Background: an optimization exercise with open tools, aiming at small area. Do not read the settings as production practice. Only simulation tests tie the RTL to the original design; equivalence was not proved. Power and IR drop assume default switching activity.

Design dlx_core, start of the top module:
module dlx_core (
   input  logic        clk,
   input  logic        arst_n,
   output logic        instr_rd_en,
   output logic [19:0] instr_addr,
   input  logic [31:0] instruction,
   output logic        data_rd_en,
   output logic        data_wr_en,
   output logic [31:0] data_addr,
   input  logic [31:0] data_read,
   output logic [31:0] data_write
);
   localparam logic [1:0] st_f1  = 2'd0;
   localparam logic [1:0] st_f2  = 2'd1;
   localparam logic [1:0] st_hold = 2'd2;  
   localparam logic [1:0] st_bub = 2'd3;   
   logic [2:0]  ph;
   logic [1:0]  st;
   logic        clr_q;
   logic        rd_en_q;
   logic [19:0] pc;
   logic        zacc_q;
   logic        lt_q;
   logic        pend_q;
   logic [4:0]  srd_q;
   logic [27:0] asr;
   logic [31:0] bsr;
   logic ph0, ph6, ph7;
   assign ph0 = (ph == 3'd0);
   assign ph6 = (ph == 3'd6);
   assign ph7 = (ph == 3'd7);
   logic [5:0] opc, fn;
   logic is_r, is_addi, is_lw, is_sw, is_beqz, is_bnez;
   logic f_add, f_sub, f_and, f_or, f_xor, f_slt, known_r;
   assign opc     = instruction[31:26];
   assign fn      = instruction[5:0];
   assign is_r    = (opc == 6'h00);
   assign is_addi = (opc == 6'h08);
   assign is_lw   = (opc == 6'h23);
   assign is_sw   = (opc == 6'h2b);
  ...
clock: 10.0 ns
lec_check: 0
cap_margin: 20
core_margin: 2
core_utilization: 40
place_density: 0.6
slew_margin: 20
synth_hierarchical: 1
standard.sh (not shown) runs the stock make flow with config.mk's settings and CLKGATE_MAP_FILE= SYNTH_SCRIPT=/design/flow/synth_recipe.tcl, a recipe that flattens the netlist after the stock synthesis.
==> flow/flow/run.sh <==
#!/bin/bash
# The standard layout (the standard.sh: ORFS from synthesis to finish)
# with two changes: the port buffers use the smallest buffer cell, and
# clock tree synthesis uses clkbuf_8 clusters and adds no dummy loads.
set -euo pipefail
export BUFFER_PORTS_ARGS="-buffer_cell sky130_fd_sc_hd__buf_1"
export CTS_ARGS="-sink_clustering_enable -repair_clock_nets -dont_use_dummy_load -buf_list sky130_fd_sc_hd__clkbuf_8 -sink_clustering_size 20 -sink_clustering_max_diameter 50"
bash standard.sh > standard_flow.log 2>&1
Then changed:
--- a/flow/config.mk
+++ b/flow/config.mk
@@ -9,4 +9,4 @@
 export CORE_MARGIN = 2
-export CORE_UTILIZATION = 40
-export PLACE_DENSITY = 0.6
+export CORE_UTILIZATION = 60
+export PLACE_DENSITY = 0.8
 export SLEW_MARGIN = 20
Result: The new run ran to the end with no violations. Clock-buffer cell count shrinks by 11. Design area shrinks by 2.0%. Global-route usage grows by 8.4 points. Wire length grows by 5.2%. Setup slack loses 42 ps. Sequential power grows by about 0.8%. Non-clock buffer count shrinks by 13. Critical path depth shrinks by 2. Clock power shrinks by about 6%. Clock skew shrinks by 4.9 ps.

* * *

## run A
Another version of the RTL of dlx_core (not shown whole).
For scale: ~150 I/O pins, about 0.027 mm² of cells after synthesis.
Settings: LEC_CHECK=0, CAP_MARGIN=20, CORE_MARGIN=2, CORE_UTILIZATION=40, PLACE_DENSITY=0.6, SLEW_MARGIN=20, SYNTH_HIERARCHICAL=1; clock period 10.0 ns.
Scripts as last shown in full above: flow/flow/run.sh
--- input diff run A..run B ---
--- a/flow/flow/run.sh
+++ b/flow/flow/run.sh
@@ -5,4 +5,4 @@
 set -euo pipefail
 export BUFFER_PORTS_ARGS="-buffer_cell sky130_fd_sc_hd__buf_1"
-export CTS_ARGS="-sink_clustering_enable -repair_clock_nets -dont_use_dummy_load -buf_list sky130_fd_sc_hd__clkbuf_8 -sink_clustering_size 20 -sink_clustering_max_diameter 50"
+export CTS_ARGS="-sink_clustering_enable -repair_clock_nets -dont_use_dummy_load -buf_list sky130_fd_sc_hd__clkbuf_16 -sink_clustering_size 32 -sink_clustering_max_diameter 60"
 bash standard.sh > standard_flow.log 2>&1
==> comparison <==
- Cmp run B vs run A: cell internal power dissipation higher in run B
- Total global routing track utilization | run B below run A
- Run A -> run B: post-place setup slack delta 0, exact match
What run C does differently from run B at the input level:
- SLEW_MARGIN now 0, was 20
- CAP_MARGIN now 0, was 20
--- a/flow/flow/run.sh
+++ b/flow/flow/run.sh
@@ -5,4 +5,4 @@
 set -euo pipefail
 export BUFFER_PORTS_ARGS="-buffer_cell sky130_fd_sc_hd__buf_1"
-export CTS_ARGS="-sink_clustering_enable -repair_clock_nets -dont_use_dummy_load -buf_list sky130_fd_sc_hd__clkbuf_16 -sink_clustering_size 32 -sink_clustering_max_diameter 60"
+export CTS_ARGS="-sink_clustering_enable -repair_clock_nets -dont_use_dummy_load -buf_list sky130_fd_sc_hd__clkbuf_8 -sink_clustering_size 20 -sink_clustering_max_diameter 50"
 bash standard.sh > standard_flow.log 2>&1
Notes after the runs:
For the number of cells in the finished layout apart from fillers, run C came in 27 higher than run B did.
Run C | stages: all done | timing, DRC, antenna: all pass
Summary of run C over run B: effective utilization at floorplan flat, total chip power down 0.00017 W, via count up 275.

==> what the ideal ports hide <==
No port has a modelled driver above. Below, the same layouts with a new extraction and two added sets of constraints.
Step 1 (the two cells are an assumption about what drives the block):
set clk [get_ports {clk}]
set_driving_cell -lib_cell sky130_fd_sc_hd__clkbuf_16 $clk
set_driving_cell -lib_cell sky130_fd_sc_hd__buf_2 [delete_from_list [all_inputs] $clk]
Step 2 times the ports against the registers' clock, not the clock port: input delays grow and output delays shrink by t, the midpoint of the rising clock arrivals with the driver on.
Slacks: ideal / step 1 / step 2; pairs: ideal / step 1.
| run | t, ns | slack for setup (ns) | worst hold slack (ns) | worst setup path at the end |
|---|---|---|---|---|
| the first run of note 1 | 0.696 | 0.241 / 0.218 / -0.224 | 0.282 / 0.282 / 0.282 | input to register |
| the second run of note 1 | 0.669 | 0.198 / 0.178 / -0.294 | 0.311 / 0.311 / 0.311 | input to register |
| run A | 0.715 | 0.425 / 0.463 / -0.251 | 0.285 / 0.285 / 0.285 | input to register |
| run B | 0.653 | 0.410 / 0.453 / -0.201 | 0.250 / 0.250 / 0.250 | input to register |
| run C | 0.712 | 0.422 / 0.461 / -0.251 | 0.286 / 0.286 / 0.286 | input to register |
With both steps, setup timing fails in every run listed, where it was met with ideal ports. For run A, which loses most, drivers alone change the setup slack by +0.038 ns; drivers and shift together by -0.676 ns.
